Source: an optimization exercise on an open RTL-to-GDS flow (aim: small area). Production flows keep margins and buffers that such runs may drop. RTL that was checked went through simulation tests only; none was proved equivalent to the original.

## rev 12
Design layer_top, start of the top module:
module layer_top (
   input  logic             clk,
   input  logic             reset,
   input  logic             s_valid,
   input  logic             m_ready,
   input  layer_pkg::data_t data_in,
   output logic             s_ready,
   output logic             m_valid,
   output layer_pkg::data_t data_out
);
   logic                 vec_wr_en;
   logic                 x_bypass;
   layer_pkg::vec_addr_t pos;
   logic                 run, en;
   layer_pkg::out_idx_t  out_idx;
   logic [5:0]           entry_next;
   layer_pkg::data_t     acc;
   logic [16-1:0] acc_cy;
   layer_sequencer u_sequencer (
      .clk       (clk),
      .reset     (reset),
      .s_valid   (s_valid),
      .m_ready   (m_ready),
      .s_ready   (s_ready),
      .m_valid   (m_valid),
      .vec_wr_en (vec_wr_en),
      .pos       (pos),
      .run       (run),
      .en        (en),
      .out_idx   (out_idx),
      .entry_next(entry_next),
      .x_bypass  (x_bypass)
   );
   mac_array u_mac_array (
      .clk       (clk),
      .vec_wr_en (vec_wr_en),
      .x_bypass  (x_bypass),
      .data_in   (data_in),
      .pos       (pos),
      .run       (run),
      .en        (en),
      .out_idx   (out_idx),
      .entry_next(entry_next),
      .acc       (acc),
      .acc_cy    (acc_cy)
   );
   result_buffer u_result_buffer (
      .acc      (acc),
      .acc_cy   (acc_cy),
      .data_out (data_out)
   );
endmodule
==> flow/config.mk <==
export PLATFORM = sky130hd
export DESIGN_NAME = layer_top
export DESIGN_NICKNAME = layer_top
export VERILOG_FILES = /design/flow/design.v
export SDC_FILE = /design/flow/constraint.sdc
export NUM_CORES = 4
export LEC_CHECK = 0
export CAP_MARGIN = 20
export CORE_MARGIN = 2
export CORE_UTILIZATION = 40
export SLEW_MARGIN = 20
==> flow/constraint.sdc <==
create_clock -name core_clock -period 7.0 [get_ports {clk}]
set_input_delay 1.4000 -clock core_clock [delete_from_list [all_inputs] [get_ports {clk}]]
set_output_delay 1.4000 -clock core_clock [all_outputs]
set_load 0.01 [all_outputs]
standard.sh (not shown) runs the stock make flow with config.mk's settings and CLKGATE_MAP_FILE= SYNTH_SCRIPT=/design/flow/synth_recipe.tcl, a recipe that flattens the netlist after the stock synthesis.
==> flow/flow/run.sh <==
#!/bin/bash
# The standard synthesis, then its combinational logic mapped again by
# ABC with an area-oriented script (flow/abc_resyn.script): the standard
# synthesis's registers and adder cells stay exactly as they are, with their
# names. Then the standard layout of that netlist, with extra ORFS make
# variables from flow/make_vars (one per line).
# Logs: flow_synth.log and flow_make.log (make's output), flow_resyn.log
# (Yosys); each ORFS step also keeps its own log under orfs/logs.
set -euo pipefail
args=()
while IFS= read -r line; do
   [[ -z "$line" || "$line" == \#* ]] && continue
   args+=("$line")
done < flow/make_vars

bash standard.sh "${args[@]}" synth > flow_synth.log 2>&1

RES=orfs/results/$FLOW_PLATFORM/layer_top/base
LIB=$FLOW_HOME/platforms/$FLOW_PLATFORM/lib/sky130_fd_sc_hd__tt_025C_1v80.lib
YOSYS=$FLOW_HOME/../tools/install/yosys/bin/yosys
DONT_USE=$(grep -o 'sky130_fd_sc_hd__[a-z0-9_]*' $FLOW_HOME/platforms/$FLOW_PLATFORM/config.mk | sort -u | sed 's/^/-dont_use /' | tr '\n' ' ')
cp $RES/1_2_yosys.v 1_2_yosys_standard.v
cat > resyn.ys <<EOT
read_liberty -ignore_miss_func $LIB
read_verilog 1_2_yosys_standard.v
hierarchy -top $FLOW_TOP
blackbox sky130_fd_sc_hd__dfxtp_1 sky130_fd_sc_hd__edfxtp_1 sky130_fd_sc_hd__fa_1 sky130_fd_sc_hd__ha_1 sky130_fd_sc_hd__conb_1
tee -o resyn_stat_before.txt stat -liberty $LIB
flatten
opt -purge
abc -script $PWD/flow/abc_resyn.script -liberty $LIB $DONT_USE -constr $PWD/orfs/objects/$FLOW_PLATFORM/layer_top/base/abc.constr
splitnets
opt_clean -purge
hilomap -singleton -hicell sky130_fd_sc_hd__conb_1 HI -locell sky130_fd_sc_hd__conb_1 LO
insbuf -buf sky130_fd_sc_hd__buf_4 A X
tee -o resyn_stat_after.txt stat -liberty $LIB
write_verilog -noattr -nohex -nodec 1_2_yosys_resyn.v
EOT
$YOSYS -s resyn.ys > flow_resyn.log 2>&1
# The new netlist must be fully mapped and hold the same registers
cat > resyn_check.ys <<EOT
read_liberty -lib $LIB
read_verilog 1_2_yosys_resyn.v
hierarchy -check -top $FLOW_TOP
check -assert -mapped
EOT
$YOSYS -s resyn_check.ys > flow_resyn_check.log 2>&1
regs() { grep -oE 'sky130_fd_sc_hd__e?dfxtp_[0-9]+ +\\?[^ ]+' "$1" | sort; }
if ! diff <(regs 1_2_yosys_standard.v) <(regs 1_2_yosys_resyn.v) > flow_resyn_regs.diff; then
   echo "registers differ from the standard synthesis" >&2
   exit 1
fi
cp 1_2_yosys_resyn.v $RES/1_2_yosys.v
rm -f $RES/1_synth.odb
bash standard.sh "${args[@]}" finish > flow_make.log 2>&1
Other scripts of this flow, unchanged in this note and not shown: flow/flow/abc_resyn.script, flow/flow/make_vars
The flow did not stop early for rev 12: all stages ran, and the layout cleared the timing, DRC and antenna checks.
Input-level comparison between rev 13 and rev 12:
--- a/flow/design.v
+++ b/flow/design.v
@@ -494,67 +494,67 @@
    logic [15:0] cy_out;
    assign cy[0] = 1'b0;
    assign sum[0] = op_a[0] ^ op_b[0] ^ cy[0];
    assign cy[1] = (op_a[0] & op_b[0]) | (op_a[0] & cy[0]) | (op_b[0] & cy[0]);
    assign sum[1] = op_a[1] ^ op_b[1] ^ cy[1];
    assign cy[2] = (op_a[1] & op_b[1]) | (op_a[1] & cy[1]) | (op_b[1] & cy[1]);
    assign sum[2] = op_a[2] ^ op_b[2] ^ cy[2];
    assign cy[3] = (op_a[2] & op_b[2]) | (op_a[2] & cy[2]) | (op_b[2] & cy[2]);
    assign sum[3] = op_a[3] ^ op_b[3] ^ cy[3];
    assign cy[4] = (op_a[3] & op_b[3]) | (op_a[3] & cy[3]) | (op_b[3] & cy[3]);
    assign sum[4] = op_a[4] ^ op_b[4] ^ cy[4];
-   assign cy_out[5] = (op_a[4] & op_b[4]) | (op_a[4] & cy[4]) | (op_b[4] & cy[4]);
-   assign cy[5] = run & acc_cy[5];
+   assign cy[5] = (op_a[4] & op_b[4]) | (op_a[4] & cy[4]) | (op_b[4] & cy[4]);
    assign sum[5] = op_a[5] ^ op_b[5] ^ cy[5];
-   assign cy[6] = (op_a[5] & op_b[5]) | (op_a[5] & cy[5]) | (op_b[5] & cy[5]);
+   assign cy_out[6] = (op_a[5] & op_b[5]) | (op_a[5] & cy[5]) | (op_b[5] & cy[5]);
+   assign cy[6] = run & acc_cy[6];
    assign sum[6] = op_a[6] ^ op_b[6] ^ cy[6];
    assign cy[7] = (op_a[6] & op_b[6]) | (op_a[6] & cy[6]) | (op_b[6] & cy[6]);
    assign sum[7] = op_a[7] ^ op_b[7] ^ cy[7];
    assign cy[8] = (op_a[7] & op_b[7]) | (op_a[7] & cy[7]) | (op_b[7] & cy[7]);
    assign sum[8] = op_a[8] ^ op_b[8] ^ cy[8];
-   assign cy_out[9] = (op_a[8] & op_b[8]) | (op_a[8] & cy[8]) | (op_b[8] & cy[8]);
-   assign cy[9] = run & acc_cy[9];
+   assign cy[9] = (op_a[8] & op_b[8]) | (op_a[8] & cy[8]) | (op_b[8] & cy[8]);
    assign sum[9] = op_a[9] ^ op_b[9] ^ cy[9];
    assign cy[10] = (op_a[9] & op_b[9]) | (op_a[9] & cy[9]) | (op_b[9] & cy[9]);
    assign sum[10] = op_a[10] ^ op_b[10] ^ cy[10];
-   assign cy[11] = (op_a[10] & op_b[10]) | (op_a[10] & cy[10]) | (op_b[10] & cy[10]);
+   assign cy_out[11] = (op_a[10] & op_b[10]) | (op_a[10] & cy[10]) | (op_b[10] & cy[10]);
+   assign cy[11] = run & acc_cy[11];
    assign sum[11] = op_a[11] ^ op_b[11] ^ cy[11];
    assign cy[12] = (op_a[11] & op_b[11]) | (op_a[11] & cy[11]) | (op_b[11] & cy[11]);
    assign sum[12] = op_a[12] ^ op_b[12] ^ cy[12];
-   assign cy_out[13] = (op_a[12] & op_b[12]) | (op_a[12] & cy[12]) | (op_b[12] & cy[12]);
-   assign cy[13] = run & acc_cy[13];
+   assign cy[13] = (op_a[12] & op_b[12]) | (op_a[12] & cy[12]) | (op_b[12] & cy[12]);
    assign sum[13] = op_a[13] ^ op_b[13] ^ cy[13];
-   assign cy[14] = (op_a[13] & op_b[13]) | (op_a[13] & cy[13]) | (op_b[13] & cy[13]);
+   assign cy_out[14] = (op_a[13] & op_b[13]) | (op_a[13] & cy[13]) | (op_b[13] & cy[13]);
+   assign cy[14] = run & acc_cy[14];
    assign sum[14] = op_a[14] ^ op_b[14] ^ cy[14];
    assign cy[15] = (op_a[14] & op_b[14]) | (op_a[14] & cy[14]) | (op_b[14] & cy[14]);
    assign sum[15] = op_a[15] ^ op_b[15] ^ cy[15];
    assign cy_out[0] = 1'b0;
    assign cy_out[1] = 1'b0;
    assign cy_out[2] = 1'b0;
    assign cy_out[3] = 1'b0;
    assign cy_out[4] = 1'b0;
-   assign cy_out[6] = 1'b0;
+   assign cy_out[5] = 1'b0;
    assign cy_out[7] = 1'b0;
    assign cy_out[8] = 1'b0;
+   assign cy_out[9] = 1'b0;
    assign cy_out[10] = 1'b0;
-   assign cy_out[11] = 1'b0;
    assign cy_out[12] = 1'b0;
-   assign cy_out[14] = 1'b0;
+   assign cy_out[13] = 1'b0;
    assign cy_out[15] = 1'b0;
    logic [15:0] cy_q;    
    always_ff @(posedge clk)
       if (en) begin
          acc  <= sum;
-         cy_q <= cy_out & 16'h2220;
+         cy_q <= cy_out & 16'h4840;
       end
-   assign acc_cy = cy_q & 16'h2220;
+   assign acc_cy = cy_q & 16'h4840;
 endmodule
 module mac_array (
    input  logic                 clk,
    input  logic                 vec_wr_en,
    input  logic                 x_bypass,
    input  layer_pkg::data_t     data_in,
    input  layer_pkg::vec_addr_t pos,
    input  logic                 run,
    input  logic                 en,
    input  layer_pkg::out_idx_t  out_idx,
    input  logic [5:0]           entry_next,
Notes after the runs:
Rev 13 finished every stage and its layout cleared the timing, DRC and antenna checks. From rev 12 to rev 13 the numbers moved as follows: via count went down by 130; total routed wirelength now sits higher. Rev 13 reports its launching element of the worst setup path as u_mac_array.u_lane.wb_q[1] while rev 12 reports u_sequencer.pos[0]. Delay of the slowest cell on the worst path in rev 13 is 0.08 ns above rev 12. Rev 13 ended up with met5 as its highest metal layer used by the detailed router; rev 12 ended up with met4. From rev 12 to rev 13 the numbers moved as follows: maximum frequency went up, area taken by multi-input logic gates went down.
Function not checked in rev 13: the RTL went through the layout flow alone.

[re-timing with driven ports]
How much do the figures lean on ideal ports? The routed layouts below were timed once more, with nothing changed but the port constraints.
Step 1 (the two cells are an assumption about what drives the block):
set clk [get_ports {clk}]
set_driving_cell -lib_cell sky130_fd_sc_hd__clkbuf_16 $clk
set_driving_cell -lib_cell sky130_fd_sc_hd__buf_2 [delete_from_list [all_inputs] $clk]
Step 2 also shifts input and output timing later by t, the mid clock arrival at the registers, as if the neighbouring blocks saw the same clock.
Three values: ideal, step 1, step 2; two values: the first two.
| run | t, ns | setup WS [ns] | worst hold slack (ns) | latest minus earliest clock arrival (ns) |
|---|---|---|---|---|
| rev 12 | 0.490 | 0.317 / 0.317 / 0.272 | 0.301 / 0.301 / 0.301 | 0.043 / 0.043 |
| rev 13 | 0.483 | 0.408 / 0.408 / 0.326 | 0.282 / 0.282 / 0.282 | 0.037 / 0.038 |
After both steps every run listed still meets setup and hold. For rev 13, which loses most, drivers alone change the setup slack by 0.000 ns; drivers and shift together by -0.082 ns.
